This is an optimization exercise on Yosys and OpenROAD, whose aim is small area, a short achievable clock period and few clock cycles per item, not a production implementation.
At most, simulation tests tie the RTL to the original design; equivalence was not proved.
No functional check of the RTL was part of runs 1 to 5.
No activity file was given, so power comes from the tool's default toggle rates.

File: design/flow/config.mk
export PLATFORM = sky130hd
export DESIGN_NAME = ex_muldiv_unit
export DESIGN_NICKNAME = ex_muldiv_unit
export VERILOG_FILES = /design/flow/design.v
export SDC_FILE = /design/flow/constraint.sdc
export NUM_CORES = 4
export LEC_CHECK = 0
export CAP_MARGIN = 20
export CORE_MARGIN = 2
export CORE_UTILIZATION = 40
export GPL_TIMING_DRIVEN = 0
export PLACE_DENSITY = 0.6
export SETUP_SLACK_MARGIN = 0.2
export SLEW_MARGIN = 20
File: design/flow/constraint.sdc
create_clock -name core_clock -period 6.0 [get_ports {clk}]
set_input_delay 1.2000 -clock core_clock [delete_from_list [all_inputs] [get_ports {clk}]]
set_output_delay 1.2000 -clock core_clock [all_outputs]
set_load 0.01 [all_outputs]
File: design/flow/design.v
module ex_muldiv_unit (
   input  logic        clk,
   input  logic        resetN,
   input  logic        startIn,
   input  logic [2:0]  func3,
   input  logic [31:0] reg1Value,
   input  logic [31:0] reg2Value,
   input  logic [4:0]  rd,
   input  logic        killIn,
   input  logic        stallIn,
   output logic        busyOut,
   output logic        doneOut,
   output logic [31:0] resultOut,
   output logic [4:0]  rdOut
);
   localparam logic [1:0] S_MUL = 2'd0, S_DIV = 2'd1, S_FIX = 2'd2, S_DPREP = 2'd3;
   logic [1:0]  state;
   logic [2:0]  op;
   logic [32:0] M;       
   logic [33:0] B;       
   logic        sb;      
   logic [63:0] acc;     
   logic [4:0]  cnt;     
   logic [5:0]  bsel;    
   logic        negq, negr;
   assign resultOut = acc[31:0];
   function automatic logic [32:0] neg33(input logic [32:0] x);
      neg33[0] = x[0];
      for (int i = 1; i < 33; i++)
         neg33[i] = x[i] ^ (|(x & ((33'd1 << i) - 33'd1)));
   endfunction
   function automatic logic [4:0] tpos(input logic [31:0] x);
      logic [31:0] v;
      logic [4:0]  q [32];
      for (int i = 0; i < 32; i++) begin v[i] = x[i]; q[i] = 5'd0; end
      for (int l = 0; l < 5; l++)
         for (int g = 0; g < (16 >> l); g++) begin
            q[g] = v[2*g+1] ? (q[2*g+1] | 5'(1 << l)) : q[2*g];
            v[g] = v[2*g+1] | v[2*g];
         end
      tpos = q[0];
   endfunction
   function automatic logic [31:0] lowmask(input logic [31:0] x);
      logic [31:0] m;
      m = x;
      for (int k = 1; k < 32; k = k * 2) m = m | (m >> k);
      lowmask = m;
   endfunction
   function automatic logic [4:0] topdig(input logic [32:0] x);
      logic [34:0] w;
      logic [31:0] f;
      w = {x[32], x, 1'b0};
      f = '0;
      for (int i = 1; i < 17; i++)
         f[i] = (w[2*i +: 3] != 3'b000) && (w[2*i +: 3] != 3'b111);
      topdig = tpos(f);
   endfunction
   function automatic logic [16:0] digflags(input logic [32:0] x);
      logic [34:0] w;
      w = {x[32], x, 1'b0};
      digflags = '0;
      for (int i = 1; i < 17; i++)
         digflags[i] = (w[2*i +: 3] != 3'b000) && (w[2*i +: 3] != 3'b111);
   endfunction
   function automatic logic [4:0] pairwin(input logic [32:0] x, input logic [3:0] p);
      logic [36:0] w;
      w = {{3{x[32]}}, x, 1'b0};
      pairwin = w[{p, 2'b00} +: 5];
   endfunction
   function automatic logic [5:0] bdec(input logic [4:0] w);
      logic [2:0] lo, hi;
      lo = w[2:0];
      hi = w[4:2];
      bdec = {hi[2] & ~(hi[1] & hi[0]), (hi == 3'b011) || (hi == 3'b100), hi[1] ^ hi[0],
              lo[2] & ~(lo[1] & lo[0]), (lo == 3'b011) || (lo == 3'b100), lo[1] ^ lo[0]};
   endfunction
   logic        s1, s2, sgn1, sgn2;
   logic [32:0] a_ext, b_ext, na;
   logic [4:0]  t1, t2;
   logic        swap;
   logic [3:0]  pStart;
   logic [32:0] mLoad, bLoad;
   logic [31:0] aDiv, bDiv;
   logic [4:0]  posA, posB;
   logic        divLt;
   logic        early;
   logic [31:0] earlyVal;
   always_comb begin
      s1 = (func3 != 3'd3) && (func3 != 3'd5) && (func3 != 3'd7);
      s2 = (func3 == 3'd0) || (func3 == 3'd1) || (func3 == 3'd4) || (func3 == 3'd6);
      sgn1 = s1 & reg1Value[31];
      sgn2 = s2 & reg2Value[31];
      a_ext = {sgn1, reg1Value};
      b_ext = {sgn2, reg2Value};
      na = neg33(a_ext);
      t1 = topdig(a_ext);
      t2 = topdig(b_ext);
      swap = |(lowmask({15'd0, digflags(b_ext)}) & ~lowmask({15'd0, digflags(a_ext)}));
      pStart = 4'((swap ? t1 : t2) >> 1);
      aDiv  = sgn1 ? {~reg1Value[30:0], 1'b1} : reg1Value;
      bDiv  = sgn2 ? ~reg2Value : reg2Value;
      divLt = |(lowmask(bDiv) & ~lowmask(aDiv));
      posA  = tpos(aDiv);
      posB  = tpos(bDiv);
      if (func3[2]) begin
         mLoad = sgn1 ? na : a_ext;
         bLoad = b_ext;
      end else begin
         mLoad = swap ? b_ext : a_ext;
         bLoad = swap ? a_ext : b_ext;
      end
      early    = 1'b0;
      earlyVal = '0;
      if (func3[2]) begin
         if (reg2Value == '0) begin
            early    = 1'b1;
            earlyVal = func3[1] ? reg1Value : '1;
         end else if (!func3[0] && reg2Value == '1 && reg1Value == 32'h8000_0000) begin
            early    = 1'b1;
            earlyVal = func3[1] ? '0 : reg1Value;
         end else if (divLt) begin
            early    = 1'b1;
            earlyVal = func3[1] ? reg1Value : '0;
         end
      end
   end
   logic        nLo, tLo, oLo, nHi, tHi, oHi;
   logic [34:0] ppLo, ppHi;
   logic [38:0] lowSum;
   logic [26:0] up, upInc, upDec, upNext;
   logic [63:0] mulNext;
   logic [33:0] diff;
   logic        ge;
   logic [31:0] remNext, quoNext;
   logic [32:0] negOut;
   always_comb begin
      {nHi, tHi, oHi, nLo, tLo, oLo} = bsel;
      ppLo    = (({35{tLo}} & {M[32], M, 1'b0}) | ({35{oLo}} & {{2{M[32]}}, M})) ^ {35{nLo}};
      ppHi    = (({35{tHi}} & {M[32], M, 1'b0}) | ({35{oHi}} & {{2{M[32]}}, M})) ^ {35{nHi}};
      lowSum  = {2'b00, acc[32:0], 1'b0, nHi, 1'b0, nLo}
              + {{2{ppHi[34]}}, ppHi, 2'b00} + {{4{ppLo[34]}}, ppLo};
      up      = acc[59:33];
      for (int i = 0; i < 27; i++) begin
         upInc[i] = up[i] ^ (&(up | ~((27'd1 << i) - 27'd1)));
         upDec[i] = up[i] ^ ~(|(up & ((27'd1 << i) - 27'd1)));
      end
      upNext  = (lowSum[38:37] == 2'b01) ? upInc : (lowSum[38:37] == 2'b11) ? upDec : up;
      mulNext = {upNext, lowSum[36:0]};
      diff    = {2'b00, M[31:0]} + (B ^ {34{~sb}}) + {33'd0, ~sb};
      ge      = !diff[33];
      remNext = ge ? diff[31:0] : M[31:0];
      quoNext = {acc[30:0], ge};
      negOut  = neg33({1'b0, acc[31:0]});
   end
   always_ff @(posedge clk) begin
      if (!resetN) begin
         busyOut <= 1'b0;
         doneOut <= 1'b0;
      end else if (killIn) begin
         busyOut <= 1'b0;
         doneOut <= 1'b0;
      end else if (!busyOut && !doneOut) begin
         if (startIn) begin
            op    <= func3;
            rdOut <= rd;
            M     <= mLoad;
            B     <= {bLoad[32], bLoad};
            sb    <= sgn2;
            acc   <= {32'd0, earlyVal};
            negq  <= sgn1 ^ sgn2;
            negr  <= sgn1;
            cnt   <= func3[2] ? posA : {1'b0, pStart};
            bsel  <= func3[2] ? {1'b0, posB} :
                     swap ? bdec(pairwin(a_ext, 4'(t1 >> 1))) : bdec(pairwin(b_ext, 4'(t2 >> 1)));
            if (early) begin
               doneOut <= 1'b1;
            end else begin
               busyOut <= 1'b1;
               state   <= func3[2] ? S_DPREP : S_MUL;
            end
         end
      end else if (doneOut) begin
         if (!stallIn) doneOut <= 1'b0;
      end else begin
         case (state)
            S_MUL: begin
               acc <= mulNext;
               cnt <= cnt - 5'd1;
               bsel <= bdec(pairwin(B, cnt[3:0] - 4'd1));
               if (cnt == 5'd0) begin
                  busyOut <= 1'b0;
                  doneOut <= 1'b1;
                  if (op[1:0] != 2'd0) acc[31:0] <= mulNext[63:32];
               end
            end
            S_DIV: begin
               M[31:0]   <= remNext;
               acc[31:0] <= quoNext;
               B         <= {B[33], B[33:1]};
               cnt       <= cnt - 5'd1;
               if (cnt == 5'd0) begin
                  if (op[1]) acc[31:0] <= remNext;
                  if (op[1] ? negr : negq) begin
                     state <= S_FIX;
                  end else begin
                     busyOut <= 1'b0;
                     doneOut <= 1'b1;
                  end
               end
            end
            S_DPREP: begin
               B     <= B << (cnt - bsel[4:0]);
               cnt   <= cnt - bsel[4:0];
               state <= S_DIV;
            end
            default: begin  
               busyOut   <= 1'b0;
               doneOut   <= 1'b1;
               acc[31:0] <= negOut[31:0];
            end
         endcase
      end
   end
endmodule
File: design/flow/run.sh
#!/bin/bash
# synth_recipe.tcl (not shown) runs the flow's synth.tcl, then flattens the netlist and writes it again
# the make line also repeats each setting of config.mk as NAME=value (left out here)
make -C /OpenROAD-flow-scripts/flow DESIGN_CONFIG=/design/flow/config.mk WORK_HOME=/design/flow/orfs CLKGATE_MAP_FILE= SYNTH_SCRIPT=/design/flow/synth_recipe.tcl finish
==> impl_metrics.py, run 1 <==
metrics = {
    "clocking": {
        "clock_insertion_delay_worst_skew_ps": 510,
        "cts_tree": "done",
        "clock-root-buffer": "clkbuf_16",
        "cts_inserted_buffers": 17,
        "clock_sinks": 152,
        "h-tree-depth": 4,
        "ctsHoldBuffers": 0,
        "cts_max_path_buffers": 2,
        "clk_pin_slew_ps": 70,
    },
    "sta": {
        "setup_viol": 0,
        "fin_tns_setup_ps": 0,
        "fmax_mhz": 173,
        "worst_pin_slew_ps": 1220,
        "fin_crit_sh_pct": 96.4,
        "maxSlewViolCount": 0,
        "finalHoldViolations": 0,
        "maxSlewHeadroom_pct": 18.9,
        "grt_setup_unrepaired": "yes",
        "period_minus_slack_ps": 5780,
        "finalClockSkew_ps": 11.7,
    },
    "setup_path": {
        "crit_family": "compound AO/OA/AOI/OAI gates",
        "critPathLaunchType": "primary input",
        "worstPathArrival_ps": 6040,
        "cp_slowest_cell": "a2111oi_4",
        "worst-setup-path-type": "primary input to flip-flop",
        "cp.required_ps": 6260,
        "endpoint_kind": "flip-flop",
        "slowest_delay_ps": 640,
        "timing.critical_path.buf_inv": 3,
        "crit_chain": "clkdlybuf4s50_1 -> clkbuf_1 -> nand3_1 -> a2bb2oi_1 -> a2111oi_4 -> nand2_2 -> o311ai_1 -> a41oi_1 -> o41ai_2 -> a31oi_1 -> buf_2 -> o21ai_0 -> o31ai_4 -> a211o_1",
        "cp_max_fo": 10,
    },
    "synthesis": {
        "synth_area_sq_um": 23300,
        "syn_nets": 3234,
        "yosys_warnings": 5,
        "synthTopCellsByArea": "edfxtp_1 (19%), mux2i_1 (5.9%), ha_1 (5.8%), xnor2_1 (5.6%), a21oi_1 (4.9%)",
        "yosys.area.top_type": "edfxtp_1",
        "synth-main-ff-cell": "edfxtp_1",
        "netlist_instances": 3013,
        "synth-seq-area-share_pct": 19.5,
        "syn_avg_cell_area_sq_um": 7.72,
        "synth_cell_type_count": 92,
        "synthArstFlopShare_pct": 0,
        "synth_top_area_share_pct": 19.4,
        "ys_seq_elements": 152,
        "synth_edf_count": 150,
    },
    "status": {
        "status": "complete, no violations",
    },
    "global_route": {
        "track_usage_pct": 42.1,
        "grt_antenna_before_repair": 2,
        "grt_pass1_vias": 25100,
        "grt_max_degree": 33,
        "grt_pass1_wl_microns": 181000,
        "grt-ovfl-total": 0,
    },
    "finish": {
        "stdcell_count": 3920,
        "layout_common_cells": "nand2_1 (267), nor2_1 (242), a21oi_1 (221), o21ai_0 (202), inv_1 (169)",
        "syn2layout_area_growth_pct": 13.1,
        "final_common_cell": "nand2_1",
        "drive_gt1_share_pct": 8.75,
        "finish.utilization_pct": 45.7,
        "fin_nets": 3362,
    },
    "placed_design": {
        "place_inst": 3881,
        "dp_hpwl_microns": 103000,
        "place.gp.congestion": 1.04,
        "port_buffers": 99,
    },
    "route": {
        "ant_nets": 0,
        "drt-initial-drc-count": 4236,
        "drtPass1Iterations": 7,
        "drt-total-wl_microns": 130000,
        "vias_per_cell": 6.87,
        "routedWlPerCell_microns": 33.0,
        "drc": 0,
        "vias": 26900,
    },
    "floorplanning": {
        "io_pins": 116,
        "rows": 88,
        "dieArea_sq_um": 60100,
        "die_w_microns": 245,
        "start_util_pct": 40.4,
        "core-area_sq_um": 57600,
        "fp.dieH_microns": 245,
    },
    "power_and_ir_drop": {
        "p_per_area_nw_per_um2": 220,
        "vdd_drop_max_mv": 0.172,
        "p_leak_nw": 9.89,
    },
    "min_path": {
        "hold_class": "flip-flop to flip-flop",
    },
    "job": {
        "maxCapViolCount": 0,
    },
}
## power breakdown
part	switching (mW)	total [mW]	internal, mW
clock network	0.522	1.17	0.644
registers	0.0949	1.34	1.24
logic	2.23	3.27	1.04
total	2.84	5.77	2.93
## per-layer routing
layer | part of all wire (%) | routed length, microns | global-route usage (%) | vias to the layer above
li1 | - | - | - | 11400
met3 | 11 | 13600 | 8.19 | 421
met4 | 8.2 | 10600 | 29.1 | 2
met5 | 0.0093 | 12 | 0 | -
met2 | 43 | 55700 | 63.7 | 1963
met1 | 38 | 49700 | 53.9 | 13100
## area by class of cell
class	count	area, sq um
clock buffers	17	425
repair buffers	109	1130
multi-input cells	2422	17200
well taps	765	957
diodes	2	5.00
plain buffers	265	1230
flip-flops and latches	152	4540
fillers	5954	31300
inverters	174	653
clock inverters	14	154
## state kept, by name (all words and copies together) (netlist names), 2 cells and up
name,flops
M,33
op,2
bsel,6
acc,28
resultOut,32
B,34
state,2
rdOut,5
cnt,5
## worst register-to-register path: cells and delay by family, from the launching register on
kind	cells	cell delay, ps
DFF	1	480
adders and majority gates	2	750
AOI/OAI and AO/OA	7	1620
buffers and inverters	7	1330
and+or+nand+nor	4	940
xor gates and xnor gates	2	320
## logic make-up after synthesis
kind of cell    synth area share (%)
simple gates                    18.7
buf+inv                         7.86
compound gates                  27.6
flops                           19.5
mux                             9.00
xor+xnor                        8.38
fa+ha+maj                       8.91
## cells in the mapped netlist, types with 30 or more instances
master	number
a211oi_1	57
a21oi_1	226
a22oi_1	95
a31oi_1	30
and2_1	34
buf_4	35
clkbuf_1	180
edfxtp_1	150
fa_1	36
ha_1	108
inv_1	170
mux2i_1	137
nand2_1	268
nand3_1	76
nand4_1	35
nor2_1	243
nor3_1	68
nor4_1	31
o211ai_1	44
o21ai_0	205
or3_1	32
xnor2_1	149
xor2_1	71
## final timing paths
path / startpoint / endpoint / slack [ps] / cells past startpoint
hold reg to reg: acc[59] / resultOut[31] / 680 / 2
hold / removal: acc[59] / resultOut[31] / 680 / 2
setup reg to reg: bsel[0] / resultOut[20] / 280 / 22
setup / recovery: reg2Value[26] / resultOut[6] / 220 / 14
## through the flow
| step | instance area [sq um] | hold slack, ps | setup slack, ps | power (mW) |
|---|---|---|---|---|
| final | 26300 | 677 | 217 | 5.77 |
| after global placement | 25200 | 624 | -538 | 4.38 |
| after global routing | 26300 | 686 | 139 | 5.95 |
| after CTS | 26100 | 656 | 179 | 5.58 |
| after floorplan | 23300 | 590 | 1090 | 3.20 |
| after detailed placement | 25300 | 644 | -599 | 4.39 |
## repair_timing
item	CTS	global route
gates resized for setup	45	52
pin swaps	2	4
gates cloned	0	0
endpoints found under the setup margin	54	68
setup buffers	3	3
==> run 2, diff against run 1 <==
--- a/design/flow/design.v
+++ b/design/flow/design.v
@@ -13,13 +13,14 @@
    output logic [31:0] resultOut,
    output logic [4:0]  rdOut
 );
-   localparam logic [1:0] S_MUL = 2'd0, S_DIV = 2'd1, S_FIX = 2'd2, S_DPREP = 2'd3;
-   logic [1:0]  state;
+   localparam logic [2:0] S_MUL = 3'd0, S_DIV = 3'd1, S_FIX = 3'd2, S_DPREP = 3'd3, S_MOVE = 3'd4;
+   logic [2:0]  state;
    logic [2:0]  op;
    logic [32:0] M;       
    logic [33:0] B;       
    logic        sb;      
    logic [63:0] acc;     
+   logic [1:0]  adj;     
    logic [4:0]  cnt;     
    logic [5:0]  bsel;    
    logic        negq, negr;
@@ -139,13 +140,13 @@
       ppHi    = (({35{tHi}} & {M[32], M, 1'b0}) | ({35{oHi}} & {{2{M[32]}}, M})) ^ {35{nHi}};
       lowSum  = {2'b00, acc[32:0], 1'b0, nHi, 1'b0, nLo}
               + {{2{ppHi[34]}}, ppHi, 2'b00} + {{4{ppLo[34]}}, ppLo};
-      up      = acc[59:33];
+      up      = acc[63:37];
       for (int i = 0; i < 27; i++) begin
          upInc[i] = up[i] ^ (&(up | ~((27'd1 << i) - 27'd1)));
          upDec[i] = up[i] ^ ~(|(up & ((27'd1 << i) - 27'd1)));
       end
-      upNext  = (lowSum[38:37] == 2'b01) ? upInc : (lowSum[38:37] == 2'b11) ? upDec : up;
-      mulNext = {upNext, lowSum[36:0]};
+      upNext  = (adj == 2'b01) ? upInc : (adj == 2'b11) ? upDec : up;
+      mulNext = {upNext[22:0], acc[36:33], lowSum[36:0]};
       diff    = {2'b00, M[31:0]} + (B ^ {34{~sb}}) + {33'd0, ~sb};
       ge      = !diff[33];
       remNext = ge ? diff[31:0] : M[31:0];
@@ -167,6 +168,7 @@
             B     <= {bLoad[32], bLoad};
             sb    <= sgn2;
             acc   <= {32'd0, earlyVal};
+            adj   <= 2'b00;
             negq  <= sgn1 ^ sgn2;
             negr  <= sgn1;
             cnt   <= func3[2] ? posA : {1'b0, pStart};
@@ -184,13 +186,17 @@
       end else begin
          case (state)
             S_MUL: begin
-               acc <= mulNext;
-               cnt <= cnt - 5'd1;
+               acc  <= mulNext;
+               adj  <= lowSum[38:37];
+               cnt  <= cnt - 5'd1;
                bsel <= bdec(pairwin(B, cnt[3:0] - 4'd1));
                if (cnt == 5'd0) begin
-                  busyOut <= 1'b0;
-                  doneOut <= 1'b1;
-                  if (op[1:0] != 2'd0) acc[31:0] <= mulNext[63:32];
+                  if (op[1:0] == 2'd0) begin
+                     busyOut <= 1'b0;
+                     doneOut <= 1'b1;
+                  end else begin
+                     state <= S_MOVE;
+                  end
                end
             end
             S_DIV: begin
@@ -213,6 +219,11 @@
                cnt   <= cnt - bsel[4:0];
                state <= S_DIV;
             end
+            S_MOVE: begin
+               busyOut   <= 1'b0;
+               doneOut   <= 1'b1;
+               acc[31:0] <= {upNext, acc[36:32]};
+            end
             default: begin  
                busyOut   <= 1'b0;
                doneOut   <= 1'b1;
--- a/design/flow/config.mk
+++ b/design/flow/config.mk
@@ -10,5 +10,5 @@
 export CORE_UTILIZATION = 40
 export GPL_TIMING_DRIVEN = 0
 export PLACE_DENSITY = 0.6
-export SETUP_SLACK_MARGIN = 0.2
+export SETUP_SLACK_MARGIN = 1.5
 export SLEW_MARGIN = 20
==> run 2 against run 1 <==
  * Area after synthesis rose by 1.4%
  * Global-route usage rose by 0.46 points
  * Register-to-register slack gained 1200 ps
  * Total power grew 8.4%
==> impl_metrics.py, run 2 <==
metrics = {
    "status": {
        "status": "complete, no violations",
    },
    "clocking": {
        "clock-root-buffer": "clkbuf_16",
        "cts_tree": "done",
        "clock_sinks": 159,
        "ctsHoldBuffers": 0,
        "clk_pin_slew_ps": 60,
        "cts_inserted_buffers": 17,
        "clock_insertion_delay_worst_skew_ps": 480,
        "h-tree-depth": 4,
        "cts_max_path_buffers": 2,
    },
    "floorplanning": {
        "core-area_sq_um": 58000,
        "start_util_pct": 40.6,
        "dieArea_sq_um": 60900,
        "io_pins": 116,
        "rows": 88,
        "die_w_microns": 247,
        "fp.dieH_microns": 247,
    },
    "synthesis": {
        "syn_nets": 3197,
        "synthAdderAreaFrac_pct": 8.85,
        "synthMuxAreaShare_pct": 9.88,
        "synth_cell_type_count": 100,
        "syn_avg_cell_area_sq_um": 7.92,
        "ys_seq_elements": 159,
        "synth_top_family_by_area": "compound AO/OA/AOI/OAI gates",
        "synth_most_common_cell": "nand2_1",
        "synth_edf_count": 157,
        "synth_common_cells": "nand2_1 (255), nor2_1 (253), a21oi_1 (208), o21ai_0 (180), clkbuf_1 (175)",
        "synth-seq-area-share_pct": 20.2,
        "synthArstFlopShare_pct": 0,
        "synth-main-ff-cell": "edfxtp_1",
        "netlist_instances": 2975,
        "synth_top_area_share_pct": 20.0,
        "synthTopCellsByArea": "edfxtp_1 (20%), xnor2_1 (6.2%), ha_1 (5.8%), mux2i_1 (5.7%), a21oi_1 (4.4%)",
        "yosys.area.top_type": "edfxtp_1",
        "synthSimpleGateAreaFrac_pct": 18.9,
        "synth_compound_area_share_pct": 26.8,
        "synth_xor_area_share_pct": 8.61,
        "yosys_warnings": 5,
        "synth_area_sq_um": 23600,
    },
    "finish": {
        "layout_common_cells": "nand2_1 (247), nor2_1 (241), a21oi_1 (179), xnor2_1 (160), edfxtp_1 (157)",
        "regArea_sq_um": 4750,
        "fin_nets": 3389,
        "drive_gt1_share_pct": 18.6,
        "largest_register": "acc",
        "fillers": 5672,
        "final_common_cell": "nand2_1",
        "syn2layout_area_growth_pct": 22.8,
        "finish.utilization_pct": 49.9,
        "multi_input_area_sq_um": 18800,
        "largest_register_ffs": 64,
    },
    "sta": {
        "period_minus_slack_ps": 4620,
        "fin_tns_setup_ps": 0,
        "maxSlewHeadroom_pct": 20.9,
        "fmax_mhz": 216,
        "worst_pin_slew_ps": 1180,
        "finalClockSkew_ps": 16.9,
        "maxSlewViolCount": 0,
        "setup_slack_ps": 1380,
        "grt_setup_unrepaired": "yes",
        "setup_viol": 0,
        "finalHoldViolations": 0,
        "fin_crit_sh_pct": 77.0,
    },
    "route": {
        "vias_per_cell": 6.95,
        "drc": 0,
        "ant_nets": 0,
        "drtPass1Iterations": 6,
        "drt-initial-drc-count": 4092,
        "vias": 27400,
        "drt-total-wl_microns": 133000,
        "routedWlPerCell_microns": 33.8,
    },
    "setup_path": {
        "slowest_delay_ps": 740,
        "critPathLaunchType": "primary input",
        "cp_max_fo": 10,
        "cp.required_ps": 6270,
        "crit_family": "buffers and inverters",
        "crit_chain": "clkdlybuf4s50_1 -> clkbuf_2 -> inv_1 -> or2_2 -> a222oi_1 -> o31ai_1 -> a311o_1 -> nand4b_1 -> o211ai_4 -> buf_4 -> clkbuf_4 -> o221ai_1",
        "worstPathArrival_ps": 4890,
        "worst-setup-path-type": "primary input to flip-flop",
        "endpoint_kind": "flip-flop",
        "cp_slowest_cell": "clkdlybuf4s50_1",
        "timing.critical_path.buf_inv": 5,
    },
    "power_and_ir_drop": {
        "p_leak_nw": 10.7,
        "p_per_area_nw_per_um2": 216,
        "vdd_drop_max_mv": 0.218,
    },
    "min_path": {
        "hold_class": "flip-flop to flip-flop",
    },
    "job": {
        "maxCapViolCount": 0,
    },
    "placed_design": {
        "place.gp.congestion": 1.07,
        "port_buffers": 102,
        "dp_hpwl_microns": 104000,
        "pre_cts_slack_ps": -780,
    },
    "global_route": {
        "grt_pass1_vias": 25400,
        "grt-ovfl-total": 0,
        "track_usage_pct": 42.5,
        "grt_max_degree": 24,
        "grt_pass1_wl_microns": 185000,
        "grt_antenna_before_repair": 2,
    },
}
## run 2: worst reg2reg max path: cells and delay by family, from the launching register on
kind / cells / cell delay (ps)
AO/OA/AOI/OAI: 9 / 2410
flip-flops: 1 / 530
adder cells (fa/ha/maj): 1 / 350
buffers and inverters: 2 / 340
multiplexers: 1 / 270
AND/OR/NAND/NOR: 2 / 230
XOR/XNOR: 1 / 130
## run 2: cell type report
| class | instances | share of cell area (%) |
|---|---|---|
| clock inverter | 15 | 0.467 |
| buffer | 258 | 5.59 |
| timing repair buffer | 173 | 6.02 |
| inverter | 122 | 1.63 |
| tap | 765 | 3.31 |
| clock buffer | 17 | 1.47 |
| sequential | 159 | 16.4 |
| antenna | 2 | 0.0173 |
| multi-input combinational | 2436 | 65.1 |
## run 2: kinds of logic after synthesis
family / Yosys count
AOI/OAI and AO/OA: 949
and+or+nand+nor: 917
muxes: 195
xor gates and xnor gates: 230
DFF: 159
adders and majority gates: 145
buffers and inverters: 380
## run 2: final timing paths
kind / end / cells past startpoint / start / slack [ps]
hold / removal: acc[39] / 1 / acc[35] / 640
hold reg to reg: acc[39] / 1 / acc[35] / 640
setup / recovery: acc[31] / 12 / reg1Value[4] / 1380
setup reg to reg: acc[29] / 16 / bsel[0] / 1450
## run 2: where the power goes
part / leakage, nW / internal (mW) / switching [mW] / total, mW
sequential: 1.47 / 1.30 / 0.121 / 1.42
clock: 0.265 / 0.575 / 0.524 / 1.10
combinational: 8.97 / 1.34 / 2.40 / 3.73
## run 2: metal layers
layer  vias up  GRT usage (%)  share of wire [%]
li1      11500              -                  -
met1     13300           57.1                 40
met2      2109           61.0                 40
met3       532           11.5                 12
met4         2           24.8                7.5
met5         -              0             0.0097
## run 2: repair_timing
action	CTS	global route
pin swaps	37	74
endpoints found under the setup margin	124	117
resized for setup	367	252
gates cloned	1	1
setup buffers	43	19
## run 2: stage by stage
stage | cell area, sq um | hold WS, ps | total power, mW | cells
floorplan | 23600 | 518 | 3.27 | 2975
global placement | 25600 | 629 | 4.46 | 3842
detailed placement | 25800 | 615 | 4.47 | 3849
CTS | 27900 | 647 | 5.81 | 3925
global route | 28900 | 681 | 6.42 | 3945
finish | 28900 | 639 | 6.26 | 3947
==> run 3, diff against run 2 <==
--- a/design/flow/config.mk
+++ b/design/flow/config.mk
@@ -8,7 +8,7 @@
 export CAP_MARGIN = 20
 export CORE_MARGIN = 2
 export CORE_UTILIZATION = 40
-export GPL_TIMING_DRIVEN = 0
+export GPL_TIMING_DRIVEN = 1
 export PLACE_DENSITY = 0.6
 export SETUP_SLACK_MARGIN = 1.5
 export SLEW_MARGIN = 20
==> run 3 against run 2 <==
  * Clock skew grew 6.0 ps
  * First-iteration DRC count shrank 16%
  * Still clean on timing, DRC and antenna
  * Register-to-register slack gained 70 ps
  * Area after synthesis is the same
  * Largest power group unchanged
  * Largest cell class unchanged
  * Routed wire length shrank 5.4%
  * Total power shrank 5.3%
  * Utilization shrank 0.65 points
==> impl_metrics.py, run 3 <==
metrics = {
    "floorplanning": {
        "dieArea_sq_um": 60900,
        "fp.dieH_microns": 247,
        "rows": 88,
        "start_util_pct": 40.6,
        "die_w_microns": 247,
        "io_pins": 116,
        "core-area_sq_um": 58000,
    },
    "synthesis": {
        "synth_edf_count": 157,
        "ys_seq_elements": 159,
        "synthAdderAreaFrac_pct": 8.85,
        "synthArstFlopShare_pct": 0,
        "synth_area_sq_um": 23600,
        "synthMuxAreaShare_pct": 9.88,
        "synth_xor_area_share_pct": 8.61,
        "synth_common_cells": "nand2_1 (255), nor2_1 (253), a21oi_1 (208), o21ai_0 (180), clkbuf_1 (175)",
        "yosys.area.top_type": "edfxtp_1",
        "synth-seq-area-share_pct": 20.2,
        "synthTopCellsByArea": "edfxtp_1 (20%), xnor2_1 (6.2%), ha_1 (5.8%), mux2i_1 (5.7%), a21oi_1 (4.4%)",
        "syn_avg_cell_area_sq_um": 7.92,
        "syn_nets": 3197,
        "yosys_warnings": 5,
        "synth_top_area_share_pct": 20.0,
        "synth_compound_area_share_pct": 26.8,
        "synth_top_family_by_area": "compound AO/OA/AOI/OAI gates",
        "netlist_instances": 2975,
        "synth_most_common_cell": "nand2_1",
        "synth-main-ff-cell": "edfxtp_1",
        "synthSimpleGateAreaFrac_pct": 18.9,
        "synth_cell_type_count": 100,
    },
    "finish": {
        "layout_common_cells": "nand2_1 (252), nor2_1 (242), buf_4 (233), a21oi_1 (199), o21ai_0 (165)",
        "final_common_cell": "nand2_1",
        "fin_nets": 3353,
        "regArea_sq_um": 4750,
        "fillers": 5698,
        "multi_input_area_sq_um": 18100,
        "largest_register_ffs": 64,
        "drive_gt1_share_pct": 17.9,
        "largest_register": "acc",
        "syn2layout_area_growth_pct": 21.2,
    },
    "sta": {
        "worst_pin_slew_ps": 1120,
        "setup_viol": 0,
        "holdWs_ps": 720,
        "period_minus_slack_ps": 4480,
        "fin_tns_setup_ps": 0,
        "maxSlewViolCount": 0,
        "maxSlewHeadroom_pct": 24.9,
        "finalHoldViolations": 0,
        "finalClockSkew_ps": 22.9,
        "fin_crit_sh_pct": 74.7,
        "grt_setup_unrepaired": "no",
        "fmax_mhz": 223,
    },
    "status": {
        "status": "complete, no violations",
    },
    "route": {
        "ant_nets": 0,
        "vias": 26600,
        "drc": 0,
        "drt-total-wl_microns": 126000,
        "drt-initial-drc-count": 3448,
        "routedWlPerCell_microns": 32.2,
        "vias_per_cell": 6.80,
        "drtPass1Iterations": 6,
    },
    "setup_path": {
        "critPathLaunchType": "flip-flop",
        "slowest_delay_ps": 470,
        "timing.critical_path.buf_inv": 3,
        "crit_family": "compound AO/OA/AOI/OAI gates",
        "worstPathArrival_ps": 4670,
        "crit_chain": "buf_12 -> buf_4 -> buf_4 -> a22oi_1 -> xnor2_1 -> fa_1 -> ha_1 -> and4_1 -> nand2_1 -> o2bb2ai_2 -> a41oi_4 -> or3_1 -> a21boi_0 -> nor4b_1 -> o221ai_1 -> o221ai_1",
        "cp_max_fo": 16,
        "cp_slowest_cell": "fa_1",
        "cp.required_ps": 6190,
        "worst-setup-path-type": "flip-flop to flip-flop",
        "endpoint_kind": "flip-flop",
    },
    "clocking": {
        "h-tree-depth": 4,
        "clock-root-buffer": "clkbuf_16",
        "cts_inserted_buffers": 17,
        "cts_tree": "done",
        "clock_sinks": 159,
        "cts_max_path_buffers": 2,
        "ctsHoldBuffers": 0,
        "clock_insertion_delay_worst_skew_ps": 480,
        "clk_pin_slew_ps": 80,
    },
    "job": {
        "maxCapViolCount": 0,
    },
    "global_route": {
        "grt_max_degree": 63,
        "grt-ovfl-total": 0,
        "track_usage_pct": 40.5,
        "grt_pass1_wl_microns": 179000,
        "grt_antenna_before_repair": 2,
        "grt_pass1_vias": 25200,
    },
    "min_path": {
        "hold_class": "flip-flop to flip-flop",
    },
    "placed_design": {
        "port_buffers": 115,
        "dp_hpwl_microns": 98400,
        "place.gp.congestion": 1.02,
    },
    "power_and_ir_drop": {
        "p_per_area_nw_per_um2": 207,
        "p_leak_nw": 10.8,
        "vdd_drop_max_mv": 0.140,
    },
}
run 3: cell counts after synthesis:
No cell type changed its count.
run 3: path summary, 6_finish.rpt:
path         depth (start not counted)  endpoint    start  slack (ps)
max reg2reg                         16   acc[29]  bsel[0]        1520
min                                  1   acc[39]  acc[35]         720
min reg2reg                          1   acc[39]  acc[35]         720
max                                 16   acc[29]  bsel[0]        1520
run 3: what timing repair did:
item	in CTS	in global routing
resized for setup	135	157
endpoints found under the hold margin	0	0
gates cloned	2	0
endpoints found under the setup margin	120	95
setup buffers	48	30
pin swaps	24	62
run 3: metrics by stage:
stage	util [%]	instance area (sq um)	std cells	setup WS (ps)	total power, mW
after global placement	45.1	26200	3796	109	4.31
after global routing	49.2	28600	3909	1350	6.15
after detailed placement	45.1	26200	3797	185	4.33
final	49.2	28600	3911	1520	5.93
after CTS	47.9	27800	3879	1370	5.66
after floorplan	-	23600	2975	1500	3.27
run 3: cells by family (layout without fill, tap and decap cells):
| group | Yosys count | count (layout) |
|---|---|---|
| buffers and inverters | 380 | 549 |
| AND/OR/NAND/NOR | 917 | 917 |
| other | 0 | 2 |
| adder cells (fa/ha/maj) | 145 | 145 |
| multiplexers | 195 | 195 |
| flip-flops | 159 | 159 |
| AO/OA/AOI/OAI | 949 | 949 |
| XOR/XNOR | 230 | 230 |
run 3: worst register-to-register path: stages (launching register included):
cell and delay (ps):
edfxtp_1 420, buf_12 170, buf_4 180, buf_4 210
a22oi_1 240, xnor2_1 210, fa_1 470, ha_1 380
and4_1 300, nand2_1 100, o2bb2ai_2 190, a41oi_4 90
or3_1 400, a21boi_0 210, nor4b_1 90, o221ai_1 350
o221ai_1 190
run 3: report_power, final:
| group | leakage [nW] | total (mW) | switching, mW | internal, mW |
|---|---|---|---|---|
| registers | 1.47 | 1.42 | 0.117 | 1.30 |
| logic | 9.04 | 3.25 | 2.00 | 1.26 |
| clock network | 0.315 | 1.25 | 0.537 | 0.714 |
| total | 10.8 | 5.93 | 2.65 | 3.28 |
run 3: cell type report:
type / count / share of cell area, %
Tap cell: 765 / 3.35
Inverter: 122 / 1.63
Antenna cell: 2 / 0.0175
Clock buffer: 18 / 1.50
Sequential cell: 159 / 16.6
Timing Repair Buffer: 395 / 12.5
Multi-Input combinational cell: 2436 / 63.5
Clock inverter: 14 / 0.775
run 3: metal layers:
metal / track usage (%) / vias to the layer above / share of wire [%]
li1: - / 11400 / -
met1: 51.6 / 12900 / 39
met2: 63.4 / 1814 / 44
met3: 6.98 / 435 / 9.3
met4: 26.2 / 2 / 7.7
met5: 0 / - / 0.010
==> run 4, diff against run 3 <==
--- a/design/flow/config.mk
+++ b/design/flow/config.mk
@@ -10,5 +10,5 @@
 export CORE_UTILIZATION = 40
 export GPL_TIMING_DRIVEN = 1
 export PLACE_DENSITY = 0.6
-export SETUP_SLACK_MARGIN = 1.5
+export SETUP_SLACK_MARGIN = 2.2
 export SLEW_MARGIN = 20
==> run 4 against run 3 <==
  * Still clean
  * Sequential power hardly changed
  * Routed wire length is 6.7% higher
  * Combinational power up 26%
  * Critical path depth grew 1
  * Clock skew down 7.1 ps
  * Area after synthesis unchanged
  * Utilization up 7.2 points
  * Largest power group unchanged
==> impl_metrics.py, run 4 <==
metrics = {
    "synthesis": {
        "yosys_warnings": 5,
        "synthTopCellsByArea": "edfxtp_1 (20%), xnor2_1 (6.2%), ha_1 (5.8%), mux2i_1 (5.7%), a21oi_1 (4.4%)",
        "syn_nets": 3197,
        "synth_top_area_share_pct": 20.0,
        "synth_edf_count": 157,
        "synth_common_cells": "nand2_1 (255), nor2_1 (253), a21oi_1 (208), o21ai_0 (180), clkbuf_1 (175)",
        "yosys.area.top_type": "edfxtp_1",
        "synth-main-ff-cell": "edfxtp_1",
        "synth_cell_type_count": 100,
        "syn_avg_cell_area_sq_um": 7.92,
        "synth-seq-area-share_pct": 20.2,
        "synth_area_sq_um": 23600,
        "ys_seq_elements": 159,
        "netlist_instances": 2975,
        "synthArstFlopShare_pct": 0,
        "synth_most_common_cell": "nand2_1",
    },
    "placed_design": {
        "post_dp_cell_area_sq_um": 26500,
        "pre_cts_slack_ps": 104,
        "place.gp.congestion": 1.04,
        "port_buffers": 115,
        "place_inst": 3799,
        "dp_hpwl_microns": 98000,
    },
    "finish": {
        "regArea_sq_um": 4750,
        "largest_register": "acc",
        "final_area_sq_um": 32800,
        "finish.utilization_pct": 56.5,
        "final_common_cell": "buf_4",
        "layout_common_cells": "buf_4 (291), nand2_1 (246), nor2_1 (222), edfxtp_1 (157), xnor2_1 (146)",
        "stdcell_count": 4084,
        "fin_nets": 3522,
        "largest_register_ffs": 64,
        "fillers": 5242,
        "syn2layout_area_growth_pct": 39.0,
        "multi_input_area_sq_um": 20400,
        "drive_gt1_share_pct": 32.1,
    },
    "sta": {
        "fin_tns_setup_ps": 0,
        "maxSlewHeadroom_pct": 24.6,
        "maxSlewViolCount": 0,
        "finalClockSkew_ps": 15.8,
        "worst_pin_slew_ps": 1130,
        "holdWs_ps": 720,
        "grt_setup_unrepaired": "yes",
        "fin_crit_sh_pct": 72.9,
        "period_minus_slack_ps": 4380,
        "setup_slack_ps": 1620,
        "fmax_mhz": 229,
        "setup_viol": 0,
        "finalHoldViolations": 0,
    },
    "global_route": {
        "track_usage_pct": 43.1,
        "grt-ovfl-total": 0,
        "grt_pass1_vias": 26500,
        "grt_pass1_wl_microns": 189000,
        "grt_max_degree": 51,
        "grt_antenna_before_repair": 7,
    },
    "setup_path": {
        "worstPathArrival_ps": 4610,
        "cp_max_fo": 6,
        "endpoint_kind": "flip-flop",
        "worst-setup-path-type": "flip-flop to flip-flop",
        "critPathLaunchType": "flip-flop",
        "cp.required_ps": 6230,
    },
    "route": {
        "drt-total-wl_microns": 135000,
        "drc": 0,
        "drtPass1Iterations": 8,
        "vias": 28200,
        "drt-initial-drc-count": 4403,
        "routedWlPerCell_microns": 32.9,
        "ant_nets": 0,
        "vias_per_cell": 6.92,
    },
    "floorplanning": {
        "core-area_sq_um": 58000,
        "rows": 88,
        "fp.dieH_microns": 247,
        "die_w_microns": 247,
        "io_pins": 116,
        "dieArea_sq_um": 60900,
        "start_util_pct": 40.6,
    },
    "power_and_ir_drop": {
        "p_leak_nw": 12.3,
        "p_per_area_nw_per_um2": 206,
        "power.total_mw": 6.75,
        "vdd_drop_max_mv": 0.235,
    },
    "job": {
        "maxCapViolCount": 0,
    },
    "clocking": {
        "clock_insertion_delay_worst_skew_ps": 510,
        "clock_sinks": 159,
        "h-tree-depth": 4,
        "clock-root-buffer": "clkbuf_16",
        "cts_inserted_buffers": 17,
        "cts_max_path_buffers": 2,
        "clk_pin_slew_ps": 70,
        "cts_tree": "done",
    },
    "status": {
        "status": "complete, no violations",
    },
    "min_path": {
        "hold_class": "flip-flop to flip-flop",
    },
}
==> run 4: cell count changes in the layout (fill, tap and decap cells not counted), sizes merged <==
cell           before  now
bufbuf              1    0
clkinvlp            2    4
clkdlybuf4s50      72   48
clkbuf             28   24
bufinv              4    2
inv               127  126
dlymetal6s2s       12    0
diode               2    6
clkinv              3    4
clkdlybuf4s15       3   12
o21ai             192  194
buf               280  484
dlygate4sd2        17   12
==> run 4: power by group <==
group          switching [mW]  internal (mW)
sequential              0.127           1.30
clock                   0.573          0.639
combinational            2.36           1.75
==> run 4: logic make-up (layout without fill, tap and decap cells) <==
logic type | count (synthesis) | in the layout | synth area share, %
mux | 195 | 195 | 9.88
xor+xnor | 230 | 230 | 8.61
fa+ha+maj | 145 | 145 | 8.85
flops | 159 | 159 | 20.2
simple gates | 917 | 917 | 18.9
other cells | 0 | 6 | 0
buf+inv | 380 | 716 | 6.81
compound gates | 949 | 951 | 26.8
==> run 4: final cells by class <==
class                   instances  area share, %
repair buffers                562           17.1
inverters                     122           1.45
clock inverters                14          0.527
flip-flops and latches        159           14.5
well taps                     765           2.92
diodes                          6         0.0458
clock buffers                  18           1.34
multi-input cells            2438           62.2
==> run 4: worst max-delay path: stages, from the launching register on <==
cell and delay (ps):
edfxtp_1 470, buf_6 180, buf_4 150, a22oi_2 170, xor2_2 190, fa_1 450, inv_2 80, ha_4 200
a211oi_2 170, o21bai_1 80, a21o_1 190, a221o_2 440, a41oi_4 400, o21ai_4 120, a311oi_2 330, nor4b_1 90
o221ai_1 240, o221ai_1 160
==> run 4: timing repair <==
action,in CTS,in global routing
setup endpoints to repair,121,122
hold buffers,0,0
gates resized for setup,730,261
setup buffers,183,48
cloned,13,2
pin swaps,180,100
==> run 4: layer usage <==
metal	wire [microns]	up-vias	global-route usage [%]
li1	-	11800	-
met2	55100	2291	61.7
met3	17400	471	11.5
met5	117	-	0
met4	9040	6	24.0
met1	52900	13700	58.5
==> run 4: path summary, 6_finish.rpt <==
check / from / to / slack (ps) / depth (start not counted)
worst min register to register: acc[42] / acc[46] / 720 / 2
worst max register to register: bsel[3] / acc[29] / 1620 / 17
worst min-delay path: acc[42] / acc[46] / 720 / 2
worst max-delay path: bsel[3] / acc[29] / 1620 / 17
==> run 5, diff against run 4 <==
--- a/design/flow/config.mk
+++ b/design/flow/config.mk
@@ -8,7 +8,7 @@
 export CAP_MARGIN = 20
 export CORE_MARGIN = 2
 export CORE_UTILIZATION = 40
-export GPL_TIMING_DRIVEN = 1
+export GPL_TIMING_DRIVEN = 0
 export PLACE_DENSITY = 0.6
 export SETUP_SLACK_MARGIN = 2.2
 export SLEW_MARGIN = 20
==> run 5 against run 4 <==
  * Still clean
  * First-iteration DRC count is 3.5% lower
  * Clock skew is 3.0 ps higher
  * Routed wire length is 2.3% higher
  * Synthesized cell count stayed put
  * Cell count is 1.5% higher
  * Sequential power hardly changed
  * Via count is 1.2% higher
  * Utilization is 1.8 points higher
  * Register-to-register slack worse by 110 ps
  * Critical endpoint unchanged
  * Largest power group unchanged
  * Highest routed layer unchanged
==> impl_metrics.py, run 5 <==
metrics = {
    "setup_path": {
        "worstPathArrival_ps": 4660,
        "crit_family": "compound AO/OA/AOI/OAI gates",
        "cp_slowest_cell": "fa_1",
        "timing.critical_path.buf_inv": 4,
        "slowest_delay_ps": 520,
        "timing.rr.end": "acc[29]",
        "worstRegToRegCells": 17,
        "r2r_slack_ps": 1520,
        "endpoint_kind": "flip-flop",
        "critPathLaunchType": "flip-flop",
        "crit_chain": "clkbuf_2 -> inv_2 -> buf_8 -> xnor2_2 -> fa_1 -> inv_2 -> ha_4 -> a211oi_2 -> o21bai_1 -> a21o_1 -> a221o_2 -> a41oi_4 -> o21ai_4 -> a311oi_2 -> nor4b_2 -> o221ai_2 -> o221ai_2",
        "worst-setup-path-type": "flip-flop to flip-flop",
        "cp.required_ps": 6180,
        "r2r_start": "bsel[2]",
        "cp_max_fo": 10,
    },
    "synthesis": {
        "synthMuxAreaShare_pct": 9.88,
        "synthArstFlopShare_pct": 0,
        "yosys.area.top_type": "edfxtp_1",
        "synth_cell_type_count": 100,
        "synthTopCellsByArea": "edfxtp_1 (20%), xnor2_1 (6.2%), ha_1 (5.8%), mux2i_1 (5.7%), a21oi_1 (4.4%)",
        "ys_seq_elements": 159,
        "synth-main-ff-cell": "edfxtp_1",
        "synthAdderAreaFrac_pct": 8.85,
        "syn_avg_cell_area_sq_um": 7.92,
        "synth_area_sq_um": 23600,
        "yosys_warnings": 5,
        "synth_top_family_by_area": "compound AO/OA/AOI/OAI gates",
        "synth_most_common_cell": "nand2_1",
        "netlist_instances": 2975,
        "synth_compound_area_share_pct": 26.8,
        "synth_edf_count": 157,
        "syn_nets": 3197,
        "synth_common_cells": "nand2_1 (255), nor2_1 (253), a21oi_1 (208), o21ai_0 (180), clkbuf_1 (175)",
        "synth_xor_area_share_pct": 8.61,
        "synthSimpleGateAreaFrac_pct": 18.9,
        "synth-seq-area-share_pct": 20.2,
        "synth_top_area_share_pct": 20.0,
    },
    "min_path": {
        "whs_endpoint": "acc[60]",
        "hp-start": "acc[56]",
        "hold_class": "flip-flop to flip-flop",
        "hold_depth": 2,
    },
    "clocking": {
        "clock_sinks": 159,
        "cts_tree": "done",
        "cts_max_path_buffers": 2,
        "clock-root-buffer": "clkbuf_16",
        "clock_insertion_delay_worst_skew_ps": 480,
        "h-tree-depth": 4,
        "clk_pin_slew_ps": 70,
        "cts_inserted_buffers": 17,
    },
    "global_route": {
        "grt-ovfl-total": 0,
        "track_usage_pct": 43.8,
        "grt_pass1_vias": 26600,
        "grt_pass1_wl_microns": 191000,
        "grt_max_degree": 25,
        "grt_antenna_before_repair": 9,
    },
    "route": {
        "drtPass1Iterations": 8,
        "vias": 28600,
        "vias_per_cell": 6.90,
        "drc": 0,
        "drt-initial-drc-count": 4249,
        "ant_nets": 0,
        "drt-total-wl_microns": 138000,
        "routedWlPerCell_microns": 33.2,
    },
    "sta": {
        "fmax_mhz": 223,
        "grt_setup_unrepaired": "yes",
        "fin_crit_sh_pct": 74.7,
        "setup_viol": 0,
        "period_minus_slack_ps": 4480,
        "maxSlewViolCount": 0,
        "fin_tns_setup_ps": 0,
        "setup_slack_ps": 1520,
        "finalClockSkew_ps": 18.8,
        "worst_pin_slew_ps": 1290,
        "maxSlewHeadroom_pct": 13.4,
        "finalHoldViolations": 0,
    },
    "finish": {
        "largest_register": "acc",
        "syn2layout_area_growth_pct": 43.4,
        "layout_common_cells": "buf_4 (240), nand2_1 (240), nor2_1 (229), edfxtp_1 (157), xnor2_1 (142)",
        "drive_gt1_share_pct": 34.0,
        "fin_nets": 3588,
        "largest_register_ffs": 64,
    },
    "floorplanning": {
        "rows": 88,
        "die_w_microns": 247,
        "fp.dieH_microns": 247,
        "core-area_sq_um": 58000,
        "start_util_pct": 40.6,
        "io_pins": 116,
        "dieArea_sq_um": 60900,
    },
    "placed_design": {
        "pre_cts_slack_ps": -118,
        "port_buffers": 102,
        "place.gp.congestion": 1.05,
        "dp_hpwl_microns": 104000,
    },
    "power_and_ir_drop": {
        "p_leak_nw": 12.6,
        "vdd_drop_max_mv": 0.295,
        "p_per_area_nw_per_um2": 214,
        "power.total_mw": 7.25,
    },
    "status": {
        "status": "complete, no violations",
    },
    "job": {
        "maxCapViolCount": 0,
    },
}
==> run 5: cell type report <==
class	instances	area (sq um)
fillers	5097	24200
multi-input cells	2437	21200
flip-flops and latches	159	4750
repair buffers	371	3600
plain buffers	258	2160
well taps	765	957
inverters	122	492
clock buffers	17	425
clock inverters	15	208
diodes	2	5.00
==> run 5: cells by family (layout without fill, tap and decap cells) <==
group	count (synthesis)	count (layout)
AOI/OAI and AO/OA	949	950
muxes	195	195
buffers and inverters	380	783
and+or+nand+nor	917	917
other	0	2
DFF	159	159
adders and majority gates	145	145
xor gates and xnor gates	230	230
==> run 5: metrics by stage <==
step / util (%) / instances / area (sq um) / hold slack (ps)
finish: 58.3 / 4146 / 33800 / 694
global route: 58.2 / 4144 / 33800 / 724
detailed placement: 45.1 / 3850 / 26200 / 676
floorplan: - / 2975 / 24000 / 518
CTS: 54.8 / 4063 / 31800 / 702
global placement: 44.8 / 3842 / 26000 / 668
==> run 5: worst reg2reg max path, stage by stage (launching register included) <==
cell and delay [ps]:
edfxtp_1 480, clkbuf_2 240, inv_2 150, buf_8 190, xnor2_2 100, fa_1 520, inv_2 50, ha_4 220
a211oi_2 170, o21bai_1 110, a21o_1 200, a221o_2 420, a41oi_4 300, o21ai_4 120, a311oi_2 290, nor4b_2 90
o221ai_2 320, o221ai_2 210
==> run 5: how the worst max path moves through the flow <==
stage | startpoint | to | slack [ps] | cells past startpoint
CTS | bsel[1] | acc[29] | 1600 | 17
finish | bsel[2] | acc[29] | 1520 | 17
global placement | func3[0] | state[2] | -330 | 10
global route | bsel[1] | adj[0] | 1470 | 18
floorplan | reg1Value[22] | bsel[0] | 1800 | 14
detailed placement | reg1Value[25] | M[22] | -120 | 13
==> run 5: repair_timing <==
item	4_1_cts	5_1_grt
resized for setup	992	306
hold endpoints to repair	0	0
setup endpoints to repair	126	122
buffers inserted	174	77
pin swaps	176	129
hold buffers	0	0
cloned	7	4
==> run 5: routing by layer <==
metal | global-route usage (%) | vias to the layer above | wire length [microns]
li1 | - | 11900 | -
met1 | 60.7 | 13900 | 54800
met2 | 64.0 | 2226 | 56700
met3 | 8.93 | 479 | 16700
met4 | 22.4 | 4 | 9390
met5 | 0.163 | - | 27
==> run 5: report_power, final <==
group          switching [mW]  leakage, nW  internal [mW]
clock network           0.542        0.314          0.678
registers               0.123         1.47           1.30
logic                    2.72         10.8           1.88
==> run 6, diff against run 5 <==
--- a/design/flow/design.v
+++ b/design/flow/design.v
@@ -47,15 +47,6 @@
       for (int k = 1; k < 32; k = k * 2) m = m | (m >> k);
       lowmask = m;
    endfunction
-   function automatic logic [4:0] topdig(input logic [32:0] x);
-      logic [34:0] w;
-      logic [31:0] f;
-      w = {x[32], x, 1'b0};
-      f = '0;
-      for (int i = 1; i < 17; i++)
-         f[i] = (w[2*i +: 3] != 3'b000) && (w[2*i +: 3] != 3'b111);
-      topdig = tpos(f);
-   endfunction
    function automatic logic [16:0] digflags(input logic [32:0] x);
       logic [34:0] w;
       w = {x[32], x, 1'b0};
@@ -63,6 +54,28 @@
       for (int i = 1; i < 17; i++)
          digflags[i] = (w[2*i +: 3] != 3'b000) && (w[2*i +: 3] != 3'b111);
    endfunction
+   function automatic logic [8:0] toppair(input logic [32:0] x);
+      logic [17:0] f;
+      logic [8:0]  pf, pm;
+      f = {1'b0, digflags(x)};
+      f[0] = 1'b1;
+      for (int p = 0; p < 9; p++) pf[p] = f[2*p] | f[2*p+1];
+      pm = pf;
+      for (int k = 1; k < 9; k = k * 2) pm = pm | (pm >> k);
+      toppair = pm & ~(pm >> 1);
+   endfunction
+   function automatic logic [4:0] onehotwin(input logic [32:0] x, input logic [8:0] oh);
+      logic [36:0] w;
+      w = {{3{x[32]}}, x, 1'b0};
+      onehotwin = '0;
+      for (int p = 0; p < 9; p++)
+         if (oh[p]) onehotwin = onehotwin | w[4*p +: 5];
+   endfunction
+   function automatic logic [3:0] ohenc(input logic [8:0] oh);
+      ohenc = '0;
+      for (int p = 0; p < 9; p++)
+         if (oh[p]) ohenc = ohenc | 4'(p);
+   endfunction
    function automatic logic [4:0] pairwin(input logic [32:0] x, input logic [3:0] p);
       logic [36:0] w;
       w = {{3{x[32]}}, x, 1'b0};
@@ -77,14 +90,14 @@
    endfunction
    logic        s1, s2, sgn1, sgn2;
    logic [32:0] a_ext, b_ext, na;
-   logic [4:0]  t1, t2;
+   logic [8:0]  o1, o2;
    logic        swap;
    logic [3:0]  pStart;
    logic [32:0] mLoad, bLoad;
    logic [31:0] aDiv, bDiv;
    logic [4:0]  posA, posB;
    logic        divLt;
-   logic        early;
+   logic        early, bz, ovf;
    logic [31:0] earlyVal;
    always_comb begin
       s1 = (func3 != 3'd3) && (func3 != 3'd5) && (func3 != 3'd7);
@@ -94,10 +107,10 @@
       a_ext = {sgn1, reg1Value};
       b_ext = {sgn2, reg2Value};
       na = neg33(a_ext);
-      t1 = topdig(a_ext);
-      t2 = topdig(b_ext);
+      o1 = toppair(a_ext);
+      o2 = toppair(b_ext);
       swap = |(lowmask({15'd0, digflags(b_ext)}) & ~lowmask({15'd0, digflags(a_ext)}));
-      pStart = 4'((swap ? t1 : t2) >> 1);
+      pStart = swap ? ohenc(o1) : ohenc(o2);
       aDiv  = sgn1 ? {~reg1Value[30:0], 1'b1} : reg1Value;
       bDiv  = sgn2 ? ~reg2Value : reg2Value;
       divLt = |(lowmask(bDiv) & ~lowmask(aDiv));
@@ -110,20 +123,11 @@
          mLoad = swap ? b_ext : a_ext;
          bLoad = swap ? a_ext : b_ext;
       end
-      early    = 1'b0;
-      earlyVal = '0;
-      if (func3[2]) begin
-         if (reg2Value == '0) begin
-            early    = 1'b1;
-            earlyVal = func3[1] ? reg1Value : '1;
-         end else if (!func3[0] && reg2Value == '1 && reg1Value == 32'h8000_0000) begin
-            early    = 1'b1;
-            earlyVal = func3[1] ? '0 : reg1Value;
-         end else if (divLt) begin
-            early    = 1'b1;
-            earlyVal = func3[1] ? reg1Value : '0;
-         end
-      end
+      bz    = reg2Value == '0;
+      ovf   = !func3[0] && reg2Value == '1 && reg1Value == 32'h8000_0000;
+      early = func3[2] && (bz || ovf || divLt);
+      earlyVal[30:0] = func3[2] ? (func3[1] ? reg1Value[30:0] : {31{bz}}) : 31'd0;
+      earlyVal[31]   = func3[2] && (func3[1] ? (reg1Value[31] && !ovf) : (bz || ovf));
    end
    logic        nLo, tLo, oLo, nHi, tHi, oHi;
    logic [34:0] ppLo, ppHi;
@@ -147,7 +151,7 @@
       end
       upNext  = (adj == 2'b01) ? upInc : (adj == 2'b11) ? upDec : up;
       mulNext = {upNext[22:0], acc[36:33], lowSum[36:0]};
-      diff    = {2'b00, M[31:0]} + (B ^ {34{~sb}}) + {33'd0, ~sb};
+      diff    = {2'b00, M[31:0]} + B + {33'd0, ~sb};
       ge      = !diff[33];
       remNext = ge ? diff[31:0] : M[31:0];
       quoNext = {acc[30:0], ge};
@@ -173,7 +177,7 @@
             negr  <= sgn1;
             cnt   <= func3[2] ? posA : {1'b0, pStart};
             bsel  <= func3[2] ? {1'b0, posB} :
-                     swap ? bdec(pairwin(a_ext, 4'(t1 >> 1))) : bdec(pairwin(b_ext, 4'(t2 >> 1)));
+                     swap ? bdec(onehotwin(a_ext, o1)) : bdec(onehotwin(b_ext, o2));
             if (early) begin
                doneOut <= 1'b1;
             end else begin
@@ -215,7 +219,7 @@
                end
             end
             S_DPREP: begin
-               B     <= B << (cnt - bsel[4:0]);
+               B     <= (B << (cnt - bsel[4:0])) ^ {34{~sb}};
                cnt   <= cnt - bsel[4:0];
                state <= S_DIV;
             end
--- a/design/flow/config.mk
+++ b/design/flow/config.mk
@@ -8,7 +8,7 @@
 export CAP_MARGIN = 20
 export CORE_MARGIN = 2
 export CORE_UTILIZATION = 40
-export GPL_TIMING_DRIVEN = 0
+export GPL_TIMING_DRIVEN = 1
 export PLACE_DENSITY = 0.6
-export SETUP_SLACK_MARGIN = 2.2
+export SETUP_SLACK_MARGIN = 1.8
 export SLEW_MARGIN = 20
==> run 6 against run 5 <==
  * Still clean on timing, DRC and antenna
  * First-iteration DRC count fell by 14%
  * Maximum frequency rose by 1.8%
  * Largest power group unchanged
  * Combinational power fell by about 20%
  * Critical path depth fell by 1
  * Hold slack got worse by 42 ps
  * Cell count fell by 4.4%
  * Die area rose by 1.3%
  * Routed wire length fell by 13%
  * Clock power fell by 5%
==> impl_metrics.py, run 6 <==
metrics = {
    "sta": {
        "grt_setup_unrepaired": "yes",
        "fin_crit_sh_pct": 73.3,
        "setup_slack_ps": 1600,
        "fin_tns_setup_ps": 0,
        "worst_pin_slew_ps": 979,
        "fmax_mhz": 227,
        "period_minus_slack_ps": 4400,
        "setup_viol": 0,
        "maxSlewViolCount": 0,
        "finalClockSkew_ps": 22.6,
        "maxSlewHeadroom_pct": 34.7,
        "finalHoldViolations": 0,
    },
    "setup_path": {
        "timing.rr.end": "acc[27]",
        "r2r_slack_ps": 1600,
        "crit_start": "bsel[1]",
        "worst-setup-path-type": "flip-flop to flip-flop",
        "worstPathArrival_ps": 4700,
        "endpoint_kind": "flip-flop",
        "cp.required_ps": 6290,
        "worstRegToRegCells": 16,
        "r2r_start": "bsel[1]",
        "cp_max_fo": 34,
        "critPathLaunchType": "flip-flop",
    },
    "route": {
        "vias_per_cell": 6.74,
        "ant_nets": 0,
        "vias": 26700,
        "drt-total-wl_microns": 120000,
        "drtPass1Iterations": 6,
        "drt-initial-drc-count": 3636,
        "drc": 0,
        "routedWlPerCell_microns": 30.3,
    },
    "placed_design": {
        "dp_hpwl_microns": 90600,
        "port_buffers": 115,
        "place.gp.congestion": 1.04,
        "pre_cts_slack_ps": 265,
        "post_dp_cell_area_sq_um": 25800,
    },
    "global_route": {
        "grt_antenna_before_repair": 2,
        "grt_pass1_vias": 25000,
        "grt_pass1_wl_microns": 172000,
        "track_usage_pct": 38.0,
        "grt-ovfl-total": 0,
        "grt_max_degree": 73,
    },
    "clocking": {
        "h-tree-depth": 4,
        "clock-root-buffer": "clkbuf_16",
        "clock_sinks": 159,
        "ctsHoldBuffers": 0,
        "cts_tree": "done",
        "cts_max_path_buffers": 2,
        "clk_pin_slew_ps": 80,
        "cts_inserted_buffers": 17,
        "clock_insertion_delay_worst_skew_ps": 500,
    },
    "synthesis": {
        "netlist_instances": 3083,
        "ys_seq_elements": 159,
        "synth_cell_type_count": 106,
        "syn_nets": 3306,
        "synth-seq-area-share_pct": 19.9,
        "synthTopCellsByArea": "edfxtp_1 (20%), xnor2_1 (6.4%), ha_1 (5.7%), a21oi_1 (5.5%), o21ai_0 (4.6%)",
        "yosys_warnings": 3,
        "synth_top_area_share_pct": 19.7,
        "synth_common_cells": "nand2_1 (276), a21oi_1 (264), nor2_1 (253), o21ai_0 (218), xnor2_1 (174)",
        "synth-main-ff-cell": "edfxtp_1",
        "synth_most_common_cell": "nand2_1",
        "synth_area_sq_um": 23900,
        "synthArstFlopShare_pct": 0,
        "synth_edf_count": 157,
        "syn_avg_cell_area_sq_um": 7.74,
        "yosys.area.top_type": "edfxtp_1",
    },
    "floorplanning": {
        "io_pins": 116,
        "die_w_microns": 248,
        "core-area_sq_um": 59000,
        "dieArea_sq_um": 61700,
        "start_util_pct": 40.5,
        "fp.dieH_microns": 248,
        "rows": 89,
    },
    "min_path": {
        "hp-start": "acc[34]",
        "whs_endpoint": "acc[38]",
        "hold_depth": 1,
        "hold_class": "flip-flop to flip-flop",
    },
    "power_and_ir_drop": {
        "p_leak_nw": 10.8,
        "vdd_drop_max_mv": 0.251,
        "power.total_mw": 6.27,
        "p_per_area_nw_per_um2": 219,
    },
    "status": {
        "status": "complete, no violations",
    },
    "finish": {
        "layout_common_cells": "nand2_1 (272), a21oi_1 (255), nor2_1 (242), o21ai_0 (208), buf_4 (191)",
        "final_area_sq_um": 28700,
        "final_common_cell": "nand2_1",
        "syn2layout_area_growth_pct": 20.1,
        "largest_register": "acc",
        "drive_gt1_share_pct": 17.3,
        "finish.utilization_pct": 48.6,
        "largest_register_ffs": 64,
        "fin_nets": 3399,
    },
    "job": {
        "maxCapViolCount": 0,
    },
}
run 6: cell count changes after synthesis, sizes merged, moves of 24 or more:
cell | before | now
a211oi | 51 | 79
a21oi | 209 | 264
buf | 83 | 122
inv | 121 | 97
mux2i | 135 | 109
o21ai | 192 | 266
o22ai | 57 | 24
run 6: power by group:
group | leakage, nW | internal, mW | switching (mW) | total, mW
combinational | 9.04 | 1.45 | 2.21 | 3.67
clock | 0.284 | 0.587 | 0.568 | 1.16
sequential | 1.47 | 1.32 | 0.128 | 1.45
total | 10.8 | 3.36 | 2.91 | 6.27
run 6: how the worst max path moves through the flow:
stage               endpoint  slack (ps)
detailed placement     M[11]         270
floorplan            acc[24]        1770
CTS                  acc[27]        1720
finish               acc[27]        1600
global route         acc[27]        1510
global placement       M[11]         320
run 6: kinds of logic (layout without fill, tap and decap cells):
group	Yosys count	count (layout)	synth area share, %
compound gates	1057	1057	28.5
simple gates	955	956	19.3
buf+inv	380	485	7.17
xor+xnor	231	231	8.53
flops	159	159	19.9
mux	155	155	7.75
fa+ha+maj	146	146	8.81
other cells	0	1	0
run 6: final cells by class:
type,count,area [sq um]
fillers,5838,30300
flip-flops and latches,159,4750
repair buffers,356,3300
clock inverters,14,149
clock buffers,18,429
inverters,97,364
well taps,773,967
multi-input cells,2545,18700
diodes,1,2.50
run 6: stage by stage:
| step | std cells | hold slack, ps |
|---|---|---|
| after floorplan | 3083 | 525 |
| after global placement | 3826 | 647 |
| after detailed placement | 3826 | 663 |
| after CTS | 3912 | 671 |
| after global routing | 3962 | 672 |
| final | 3963 | 652 |
run 6: routing by layer:
metal	part of all wire, %	vias up	track usage (%)
li1	-	11700	-
met1	38	12900	48.5
met2	45	1749	59.6
met3	9.5	382	6.56
met4	7.5	4	24.0
met5	0.023	-	0
run 6: timing repair:
action,in CTS,in global routing
setup endpoints to repair,120,110
gates resized for setup,206,155
pin swaps,27,63
cloned,5,2
setup buffers,49,46
endpoints found under the hold margin,0,0
run 6: critical path, stage by stage (launching register included):
cell and delay, ps:
edfxtp_1 420, buf_12 200, a22oi_2 200, xnor2_2 150, fa_1 500, ha_4 320
o21ai_1 90, o211ai_1 350, a31o_2 290, o311ai_2 100, o211ai_1 180, buf_4 200
o21ai_4 80, or3_1 330, a41o_1 190, a221o_1 410, o211ai_1 180
Testbench counts of run 6, summed over its fixed seeds: cycles 21,081, items 3,200.

## re-timing with driven ports
Ports are ideal in the flow. The routed layouts listed here were re-timed in OpenROAD. Step 1, drivers: a clkbuf_16 drives clk and a buf_2 each remaining input, both assumed. Step 2 also shifts input and output timing later by t, the mid clock arrival at the registers, as if the neighbouring blocks saw the same clock. a / b / c = no drivers / after step 1 / after step 2; a / b = the first two.
| run | t (ns) | setup slack, ns | hold WS [ns] |
|---|---|---|---|
| run 1 | 0.562 | 0.217 / 0.246 / -0.316 | 0.677 / 0.677 / 0.677 |
| run 2 | 0.522 | 1.378 / 1.400 / 0.877 | 0.639 / 0.639 / 0.639 |
| run 3 | 0.528 | 1.516 / 1.516 / 1.066 | 0.720 / 0.720 / 0.720 |
| run 4 | 0.562 | 1.624 / 1.624 / 1.279 | 0.720 / 0.720 / 0.720 |
| run 5 | 0.524 | 1.519 / 1.519 / 1.267 | 0.694 / 0.694 / 0.694 |
| run 6 | 0.550 | 1.599 / 1.599 / 1.264 | 0.652 / 0.652 / 0.652 |
Met with ideal ports but missed after step 2: setup timing in run 1. The setup slack of run 1, which loses most, moves by +0.029 ns with the drivers and by -0.533 ns with both steps.
